This design comes from an exercise in tuning for small area on the open sky130 flow, not from production work.
Only simulation tests tie the RTL to the original design; equivalence was not proved.
Power and IR drop assume default switching activity.

job 101:
==> flow/design.v <==
`timescale 1ns/10ps
`default_nettype none
package bitstream_pkg;
    typedef logic [32-1:0] code_word_t;
    typedef logic [6-1:0] bit_count_t;
    typedef logic [5-1:0] fill_t;
endpackage
`default_nettype wire
`timescale 1ns/10ps
`default_nettype none
package component_pkg;
    typedef enum logic [1:0] {
        COMP_Y  = 2'd0,
        COMP_CB = 2'd1,
        COMP_CR = 2'd2
    } component_e;
    function automatic component_e next_component(input component_e comp);
        case (comp)
            component_pkg::COMP_Y:  next_component = component_pkg::COMP_CB;
            component_pkg::COMP_CB: next_component = component_pkg::COMP_CR;
            default:                next_component = component_pkg::COMP_Y;
        endcase
    endfunction
endpackage
`default_nettype wire
`timescale 1ns/10ps
`default_nettype none
module jpeg_stream_packer (
    input  wire                              clk,
    input  wire                              rst,
    input  wire                              seg_valid,
    input  wire component_pkg::component_e   seg_component,
    input  wire bitstream_pkg::code_word_t   seg_data,
    input  wire bitstream_pkg::bit_count_t   seg_length,
    input  wire                              seg_eob,
    output bitstream_pkg::code_word_t        word,
    output logic                             word_valid,
    output bitstream_pkg::fill_t             fill_count
);
    localparam int SLOTS = 32;
    localparam int AW    = 5;
    localparam int PW    = 34;    
    logic [4:0]    kpos;          
    logic [32:0]   enc;
    logic [PW-1:0] in_pay;
    assign kpos = 5'(~seg_length[4:0] + 5'd1);
    always_comb begin
        enc[0] = (kpos == 5'd0);
        for (int j = 1; j <= 32; j++) begin
            enc[j] = (j > kpos) ? seg_data[j-1] : (j == kpos);
        end
    end
    assign in_pay = {seg_eob, enc};
    logic [PW-1:0]    pay [SLOTS];
    logic [AW-1:0]    nxt [SLOTS];
    logic [SLOTS-1:0] freev;
    logic [AW-1:0]    head [3];
    logic [AW-1:0]    tail [3];
    logic [2:0]       ne;         
    logic [1:0]       cur;        
    logic             rv;
    logic [PW-1:0]    r;
    logic [31:0]      acc;
    logic [4:0]       fill;
    logic [1:0]       cur_succ, c, rc;
    logic             adv, wv, bypass, pop, last, wr, c_ne_after, c_is_curn;
    logic             ne_c;
    logic [AW-1:0]    h, tail_curn, tail_c, ff, f;
    logic [SLOTS-1:0] sel_cur, sel_succ, sel, ffoh, wsel;
    always_comb begin
        case (cur)
            2'd0:    cur_succ = 2'd1;
            2'd1:    cur_succ = 2'd2;
            default: cur_succ = 2'd0;
        endcase
    end
    assign adv = rv && r[PW-1];
    always_comb begin
        for (int i = 0; i < SLOTS; i++) begin
            sel_cur[i]  = (head[0] == AW'(i));
            sel_succ[i] = (head[1] == AW'(i));
        end
    end
    assign sel       = adv ? sel_succ : sel_cur;
    assign h         = adv ? head[1] : head[0];
    assign tail_curn = adv ? tail[1] : tail[0];
    assign pop       = adv ? ne[1] : ne[0];
    assign last      = (h == tail_curn);
    assign c = seg_component;
    always_comb begin
        case ({cur, c})
            {2'd0, 2'd1}, {2'd1, 2'd2}, {2'd2, 2'd0}: rc = 2'd1;
            {2'd0, 2'd2}, {2'd1, 2'd0}, {2'd2, 2'd1}: rc = 2'd2;
            default:                                  rc = 2'd0;
        endcase
    end
    assign wv        = seg_valid && (c != 2'd3);
    assign c_is_curn = adv ? (rc == 2'd1) : (rc == 2'd0);
    assign bypass    = wv && c_is_curn && !pop;
    assign wr        = wv && !bypass;
    always_comb begin
        case (rc)
            2'd1:    begin tail_c = tail[1]; ne_c = ne[1]; end
            2'd2:    begin tail_c = tail[2]; ne_c = ne[2]; end
            default: begin tail_c = tail[0]; ne_c = ne[0]; end
        endcase
    end
    assign c_ne_after = ne_c && !(pop && c_is_curn && last);
    logic [PW-1:0] rd_pay;
    logic [AW-1:0] rd_nxt;
    always_comb begin
        rd_pay = '0;
        rd_nxt = '0;
        for (int i = 0; i < SLOTS; i++) begin
            rd_pay = rd_pay | (pay[i] & {PW{sel[i]}});
            rd_nxt = rd_nxt | (nxt[i] & {AW{sel[i]}});
        end
    end
    always_comb begin
        ff = '0;
        for (int i = SLOTS - 1; i >= 0; i--) begin
            if (freev[i]) ff = AW'(i);
        end
    end
    assign ffoh = freev & ~(freev - 1'b1);
    assign f    = pop ? h : ff;
    assign wsel = pop ? sel : ffoh;
    logic [AW-1:0] head_u [3];
    logic [AW-1:0] tail_u [3];
    logic [2:0]    ne_u;
    always_comb begin
        for (int k = 0; k < 3; k++) begin
            head_u[k] = head[k];
            tail_u[k] = tail[k];
            ne_u[k]   = ne[k];
            if (pop && ((k == 1) == adv) && (k != 2)) begin
                if (last) ne_u[k]   = 1'b0;
                else      head_u[k] = rd_nxt;
            end
            if (wr && (rc == 2'(k))) begin
                if (!c_ne_after) begin
                    head_u[k] = f;
                    ne_u[k]   = 1'b1;
                end
                tail_u[k] = f;
            end
        end
    end
    always_ff @(posedge clk) begin
        for (int k = 0; k < 3; k++) begin
            head[k] <= adv ? head_u[(k + 1) % 3] : head_u[k];
            tail[k] <= adv ? tail_u[(k + 1) % 3] : tail_u[k];
        end
    end
    always_ff @(posedge clk) begin
        if (rst) begin
            cur   <= 2'd0;
            rv    <= 1'b0;
            ne    <= '0;
            freev <= '1;
        end else begin
            if (adv) cur <= cur_succ;
            rv <= pop || bypass;
            ne <= adv ? {ne_u[0], ne_u[2], ne_u[1]} : ne_u;
            if (wr && !pop) freev <= freev & ~ffoh;
            if (pop && !wr) freev <= freev | sel;
        end
    end
    always_ff @(posedge clk) begin
        for (int i = 0; i < SLOTS; i++) begin
            if (wr && wsel[i]) pay[i] <= in_pay;
        end
        if (wr && c_ne_after) nxt[tail_c] <= f;
        r <= pop ? rd_pay : in_pay;
    end
    logic [4:0]  tz;              
    logic        wrap;
    logic [31:0] rdat, rot, m;
    always_comb begin
        tz = '0;
        for (int i = 31; i >= 0; i--) begin
            if (r[i]) tz = 5'(i);
        end
    end
    assign rdat = r[32:1];
    assign rot  = 32'({rdat, rdat} >> fill);
    assign m    = 32'hffff_ffff >> fill;
    assign wrap = (fill >= tz);
    logic [31:0] merged;
    always_comb begin
        for (int i = 0; i < 32; i++) merged[i] = m[i] ? rot[i] : acc[i];
    end
    always_ff @(posedge clk) begin
        word       <= merged;
        word_valid <= !rst && rv && wrap;
    end
    assign fill_count = fill;
    always_ff @(posedge clk) begin
        if (rst) begin
            fill <= '0;
        end else if (rv) begin
            fill <= fill - tz;
        end
    end
    always_ff @(posedge clk) begin
        for (int i = 0; i < 32; i++) begin
            if (rv && (wrap || m[i])) acc[i] <= rot[i];
        end
    end
endmodule
`default_nettype wire
make LEC_CHECK=0 CAP_MARGIN=0 CORE_MARGIN=2 CORE_UTILIZATION=60 CTS_CLUSTER_DIAMETER=120 CTS_CLUSTER_SIZE=24 SLEW_MARGIN=0 finish   # period 4.5 ns
run.sh (not shown) runs the stock make flow with config.mk's settings and CLKGATE_MAP_FILE= SYNTH_SCRIPT=/design/flow/synth_recipe.tcl, a recipe that flattens the netlist after the stock synthesis.
Every stage of the flow completed for job 101, and the final layout passed the timing, DRC and antenna checks.
[inputs] job 102 vs job 101
# job 101
export LEC_CHECK = 0
export CAP_MARGIN = 0
export CORE_MARGIN = 2
export CORE_UTILIZATION = 60
export CTS_CLUSTER_DIAMETER = 120
export CTS_CLUSTER_SIZE = 24
export SLEW_MARGIN = 0
create_clock -name core_clock -period 4.5 [get_ports {clk}]
# job 102
export LEC_CHECK = 0
export CAP_MARGIN = 10
export CORE_MARGIN = 2
export CORE_UTILIZATION = 60
export CTS_CLUSTER_DIAMETER = 110
export CTS_CLUSTER_SIZE = 28
export SLEW_MARGIN = 10
create_clock -name core_clock -period 4.5 [get_ports {clk}]
Results
Job 101 → job 102: setup slack of the critical path after layout shows a reduction of 31 ps; time the final worst path needs with I/O delays and setup higher; global-route wire length before repair held.
Summary of job 102 over job 101: top achievable clock speed decreased 1.6 MHz, met1 track demand over resource now sits at about the same level, detailed-route wire length on metal 1 shrank by 0.93%, power share of the sequential group moved up, share of the clock period used by the worst path saw an increase.
Re hold slack: job 101 was lower than job 102.
Comparing job 101 with job 102, the number of cells produced by synthesis came out essentially unchanged.
Relative to job 101, overall power consumption has decreased by about 1.9% in job 102.

static timing again, ports no longer ideal:
The flow's constraints put no driver on any port. The routed layouts listed below were extracted and timed again, unchanged, in two steps.
Step 1 (the two cells are an assumption about what drives the block):
set clk [get_ports {clk}]
set_driving_cell -lib_cell sky130_fd_sc_hd__clkbuf_16 $clk
set_driving_cell -lib_cell sky130_fd_sc_hd__buf_2 [delete_from_list [all_inputs] $clk]
Step 2 adds t to the input delays and takes it off the output delays; t is the mean of the earliest and latest rising clock arrival at the registers after step 1. Input paths then give back, and output paths get back, about the clock's delay inside the block.
Three values: ideal ports, drivers, drivers and shift; two values: the first two.
run	t (ns)	setup slack, ns	clock arrival spread, ns	cell pins on the clock port's net
job 101	0.756	0.091 / 0.091 / -0.211	0.030 / 0.031	1
job 102	0.816	0.060 / 0.060 / -0.226	0.050 / 0.049	1
With both steps, setup timing fails in job 101 and job 102, where it was met with ideal ports. For job 101, which loses most, drivers alone change the setup slack by 0.000 ns; drivers and shift together by -0.302 ns.
